Background: an optimization exercise with open tools, aiming at small area, a short achievable clock period and few clock cycles per item. Do not read the settings as production practice. RTL that was checked went through simulation tests only; none was proved equivalent to the original.

Setup of branch juniper:
==> module mac_array_lane, before the edit <==
module mac_array_lane (
    input  logic        clk,
    input  logic        fire,
    input  logic [15:0] in_data,
    input  logic [7:0]  in_weight,
    input  logic        clr,
    input  logic        o_load,
    output logic [23:0] out_acc,
    output logic        out_sat
);
    logic [15:0] x1;
    logic [7:0]  w1;
    logic [24:0] s_c, c_c;
    logic [24:0] s2, c2;
    logic [23:0] acc;
    logic        sat;
    logic [24:0] t;
    logic        ovf;
    logic [23:0] res;
    logic        sat_new;
    always_ff @(posedge clk) begin
        x1 <= in_data;
        w1 <= fire ? in_weight : 8'd0;
    end
    mac_array_tree u_tree (
        .x (x1),
        .w (w1),
        .s (s_c),
        .c (c_c)
    );
    always_ff @(posedge clk) begin
        s2 <= s_c;
        c2 <= c_c;
    end
    always_comb begin
        t       = {acc[23], acc} + s2 + c2;
        ovf     = t[24] ^ t[23];
        res     = {t[24], ovf ? {23{~t[24]}} : t[22:0]};
        sat_new = sat | ovf;
    end
    always_ff @(posedge clk) begin
        acc <= clr ? 24'd0 : res;
        sat <= clr ? 1'b0 : sat_new;
        if (o_load) begin
            out_acc <= res;
            out_sat <= sat_new;
        end
    end
endmodule
==> module mac_array, before the edit <==
module mac_array
#(
    parameter int DATA_WIDTH   = 16,
    parameter int WEIGHT_WIDTH = 8,
    parameter int ACCUM_WIDTH  = 24,
    parameter int LANES        = 8,
    parameter int LEN_WIDTH    = 8
) (
    input  logic                          clk,
    input  logic                          rst,
    input  logic [LEN_WIDTH-1:0]          cfg_len_m1,
    input  logic                          in_valid,
    output logic                          in_ready,
    input  logic [LANES*DATA_WIDTH-1:0]   in_data,
    input  logic [LANES*WEIGHT_WIDTH-1:0] in_weight,
    output logic                          out_valid,
    input  logic                          out_ready,
    output logic [LANES*ACCUM_WIDTH-1:0]  out_accum,
    output logic [LANES-1:0]              out_sat
);
    logic                 in_ready_q;
    logic                 inprog_q;       
    logic [LEN_WIDTH-1:0] rem_q;          
    logic                 v1_q, f1_q, l1_q;  
    logic                 v2_q, l2_q;        
    logic                 afin_q;         
    logic                 ovalid_q;
    logic                 fire, first, last, clr;
    logic                 inprog_d;
    logic [LEN_WIDTH-1:0] rem_d;
    logic                 ofree, fin, o_load, afin_d, ovalid_d;
    logic                 fin1, a1, o1, fin2, a2, in_ready_d;
    always_comb begin
        fire  = in_valid && in_ready_q && !rst;
        first = !inprog_q;
        last  = first ? (cfg_len_m1 == '0) : (rem_q == LEN_WIDTH'(1));
        clr   = f1_q;
        if (fire) begin
            inprog_d = !last;
            rem_d    = first ? cfg_len_m1 : rem_q - LEN_WIDTH'(1);
        end else begin
            inprog_d = inprog_q;
            rem_d    = rem_q;
        end
        ofree    = !ovalid_q || out_ready;
        fin      = v2_q && l2_q;
        o_load   = ofree && (fin || (!v2_q && afin_q));
        afin_d   = fin ? !ofree : (afin_q && !(!v2_q && ofree));
        ovalid_d = o_load || (ovalid_q && !out_ready);
        fin1 = v1_q && l1_q;
        a1   = fin1 ? (ovalid_d || afin_d) : (afin_d && !(!v1_q && !ovalid_d));
        o1   = ovalid_d || fin1 || (!v1_q && afin_d);
        fin2 = fire && last;
        a2   = fin2 ? (o1 || a1) : (a1 && !(!fire && !o1));
        in_ready_d = !(!inprog_d && a2);
    end
    always_ff @(posedge clk) begin
        if (rst) begin
            in_ready_q <= 1'b1;
            inprog_q   <= 1'b0;
            rem_q      <= '0;
            v1_q       <= 1'b0;
            f1_q       <= 1'b0;
            l1_q       <= 1'b0;
            v2_q       <= 1'b0;
            l2_q       <= 1'b0;
            afin_q     <= 1'b0;
            ovalid_q   <= 1'b0;
        end else begin
            in_ready_q <= in_ready_d;
            inprog_q   <= inprog_d;
            rem_q      <= rem_d;
            v1_q       <= fire;
            f1_q       <= fire && first;
            l1_q       <= fire && last;
            v2_q       <= v1_q;
            l2_q       <= l1_q;
            afin_q     <= afin_d;
            ovalid_q   <= ovalid_d;
        end
    end
    assign in_ready  = in_ready_q;
    assign out_valid = ovalid_q;
    for (genvar g = 0; g < LANES; g++) begin : g_lane
        mac_array_lane u_lane (
            .clk      (clk),
            .fire     (fire),
            .in_data  (in_data[g*DATA_WIDTH +: DATA_WIDTH]),
            .in_weight(in_weight[g*WEIGHT_WIDTH +: WEIGHT_WIDTH]),
            .clr      (clr),
            .o_load   (o_load),
            .out_acc  (out_accum[g*ACCUM_WIDTH +: ACCUM_WIDTH]),
            .out_sat  (out_sat[g])
        );
    end
endmodule
==> flow/config.mk <==
export PLATFORM = sky130hd
export DESIGN_NAME = mac_array_top
export DESIGN_NICKNAME = mac_array_top
export VERILOG_FILES = /design/flow/design.v
export SDC_FILE = /design/flow/constraint.sdc
export NUM_CORES = 4
export LEC_CHECK = 0
export ABC_AREA = 1
export CAP_MARGIN = 20
export CORE_MARGIN = 2
export CORE_UTILIZATION = 65
export SETUP_SLACK_MARGIN = 2.6
export SLEW_MARGIN = 20
==> flow/constraint.sdc <==
create_clock -name core_clock -period 5.5 [get_ports {clk}]
set_input_delay 1.1000 -clock core_clock [delete_from_list [all_inputs] [get_ports {clk}]]
set_output_delay 1.1000 -clock core_clock [all_outputs]
set_load 0.01 [all_outputs]
run.sh (not shown) runs the stock make flow with config.mk's settings and CLKGATE_MAP_FILE= SYNTH_SCRIPT=/design/flow/synth_recipe.tcl, a recipe that flattens the netlist after the stock synthesis.
Having completed the whole flow, branch juniper delivered a layout that passed the timing, DRC and antenna checks.
Testbench counts of branch juniper, summed over its fixed seeds: cycles 27,915, items 3,200.
Changes in branch harbor relative to branch juniper:
-- flow/design.v --
<<< branch juniper, line 12
    output logic        out_sat
);
    logic [15:0] x1;
    logic [7:0]  w1;
    logic [24:0] s_c, c_c;
    logic [24:0] s2, c2;
>>> branch harbor, line 12
    output logic        out_sat
);
    logic [24:0] s_c, c_c;
    logic [24:0] s2, c2;
<<< branch juniper, line 22
    logic [23:0] res;
    logic        sat_new;
    always_ff @(posedge clk) begin
        x1 <= in_data;
        w1 <= fire ? in_weight : 8'd0;
    end
    mac_array_tree u_tree (
        .x (x1),
        .w (w1),
        .s (s_c),
        .c (c_c)
    );
    always_ff @(posedge clk) begin
        s2 <= s_c;
        c2 <= c_c;
    end
    always_comb begin
>>> branch harbor, line 20
    logic [23:0] res;
    logic        sat_new;
    mac_array_tree u_tree (
        .x(in_data),
        .w(in_weight),
        .s(s_c),
        .c(c_c)
    );
    always_ff @(posedge clk) begin
        s2 <= fire ? s_c : 25'd0;
        c2 <= fire ? c_c : 25'd0;
    end
    always_comb begin
<<< branch juniper, line 261
    logic                 inprog_q;       
    logic [LEN_WIDTH-1:0] rem_q;          
    logic                 v1_q, f1_q, l1_q;  
    logic                 v2_q, l2_q;        
    logic                 afin_q;         
    logic                 ovalid_q;
>>> branch harbor, line 255
    logic                 inprog_q;       
    logic [LEN_WIDTH-1:0] rem_q;          
    logic                 v2_q, l2_q;     
    logic                 afin_q;         
    logic                 ovalid_q;
<<< branch juniper, line 269
    logic [LEN_WIDTH-1:0] rem_d;
    logic                 ofree, fin, o_load, afin_d, ovalid_d;
    logic                 fin1, a1, o1, fin2, a2, in_ready_d;
    always_comb begin
        fire  = in_valid && in_ready_q && !rst;
        first = !inprog_q;
        last  = first ? (cfg_len_m1 == '0) : (rem_q == LEN_WIDTH'(1));
        clr   = f1_q;
        if (fire) begin
            inprog_d = !last;
>>> branch harbor, line 262
    logic [LEN_WIDTH-1:0] rem_d;
    logic                 ofree, fin, o_load, afin_d, ovalid_d;
    logic                 fin1, a1, in_ready_d;
    always_comb begin
        fire  = in_valid && in_ready_q && !rst;
        first = !inprog_q;
        last  = first ? (cfg_len_m1 == '0) : (rem_q == LEN_WIDTH'(1));
        clr   = fire && first;
        if (fire) begin
            inprog_d = !last;
<<< branch juniper, line 287
        afin_d   = fin ? !ofree : (afin_q && !(!v2_q && ofree));
        ovalid_d = o_load || (ovalid_q && !out_ready);
        fin1 = v1_q && l1_q;
        a1   = fin1 ? (ovalid_d || afin_d) : (afin_d && !(!v1_q && !ovalid_d));
        o1   = ovalid_d || fin1 || (!v1_q && afin_d);
        fin2 = fire && last;
        a2   = fin2 ? (o1 || a1) : (a1 && !(!fire && !o1));
        in_ready_d = !(!inprog_d && a2);
    end
    always_ff @(posedge clk) begin
>>> branch harbor, line 280
        afin_d   = fin ? !ofree : (afin_q && !(!v2_q && ofree));
        ovalid_d = o_load || (ovalid_q && !out_ready);
        fin1 = fire && last;
        a1   = fin1 ? (ovalid_d || afin_d) : (afin_d && !(!fire && !ovalid_d));
        in_ready_d = !(!inprog_d && a1);
    end
    always_ff @(posedge clk) begin
<<< branch juniper, line 299
            inprog_q   <= 1'b0;
            rem_q      <= '0;
            v1_q       <= 1'b0;
            f1_q       <= 1'b0;
            l1_q       <= 1'b0;
            v2_q       <= 1'b0;
            l2_q       <= 1'b0;
>>> branch harbor, line 289
            inprog_q   <= 1'b0;
            rem_q      <= '0;
            v2_q       <= 1'b0;
            l2_q       <= 1'b0;
<<< branch juniper, line 310
            inprog_q   <= inprog_d;
            rem_q      <= rem_d;
            v1_q       <= fire;
            f1_q       <= fire && first;
            l1_q       <= fire && last;
            v2_q       <= v1_q;
            l2_q       <= l1_q;
            afin_q     <= afin_d;
            ovalid_q   <= ovalid_d;
>>> branch harbor, line 297
            inprog_q   <= inprog_d;
            rem_q      <= rem_d;
            v2_q       <= fire;
            l2_q       <= fire && last;
            afin_q     <= afin_d;
            ovalid_q   <= ovalid_d;
### Flow results
Delta(arrival time of the worst setup path, branch harbor - branch juniper) > 0. Post-place instance area (branch harbor vs. branch juniper) decreases slightly. Biggest cell delay along the critical path (lower): branch juniper. In the final reports, the cell area of branch harbor is larger than that of branch juniper. Actual transition at the worst max-transition pin came out lower on branch harbor than on branch juniper. The final critical delay including setup and external delays in branch harbor sits 0.34 ns above the value recorded for branch juniper. The via count reported for branch harbor is higher than the one for branch juniper. Changes observed in branch harbor relative to branch juniper: layout-stage area growth over the synthesis result increased 6.7 points; fraction of the mapped netlist area in adder cells up 0.75 points; post-route fraction of the period consumed by the critical path moved up; fraction of area in multi-input gates climbed 3.6 points.
For branch harbor, only the layout was checked, not whether the RTL still works.

-- afterwards: timing with drivers on the ports --
How much do the figures lean on ideal ports? The routed layouts below were timed once more, with nothing changed but the port constraints.
Step 1 assumes that a clkbuf_16 drives the clock port and a buf_2 every other input.
Step 2, shift: input delay + t, output delay - t, t = (earliest + latest rising clock arrival at the registers) / 2. This alone moves slack from input paths to output paths.
Slacks: ideal ports / drivers / drivers and shift; pairs: ideal ports / drivers.
run | t, ns | setup WS [ns] | pins driven straight from the clock port
branch juniper | 0.761 | 2.624 / 2.574 / 2.051 | 1
branch harbor | 0.743 | 2.282 / 2.318 / 1.575 | 1
After both steps every run listed still meets setup and hold. For branch harbor, which loses most, drivers alone change the setup slack by +0.036 ns; drivers and shift together by -0.707 ns.
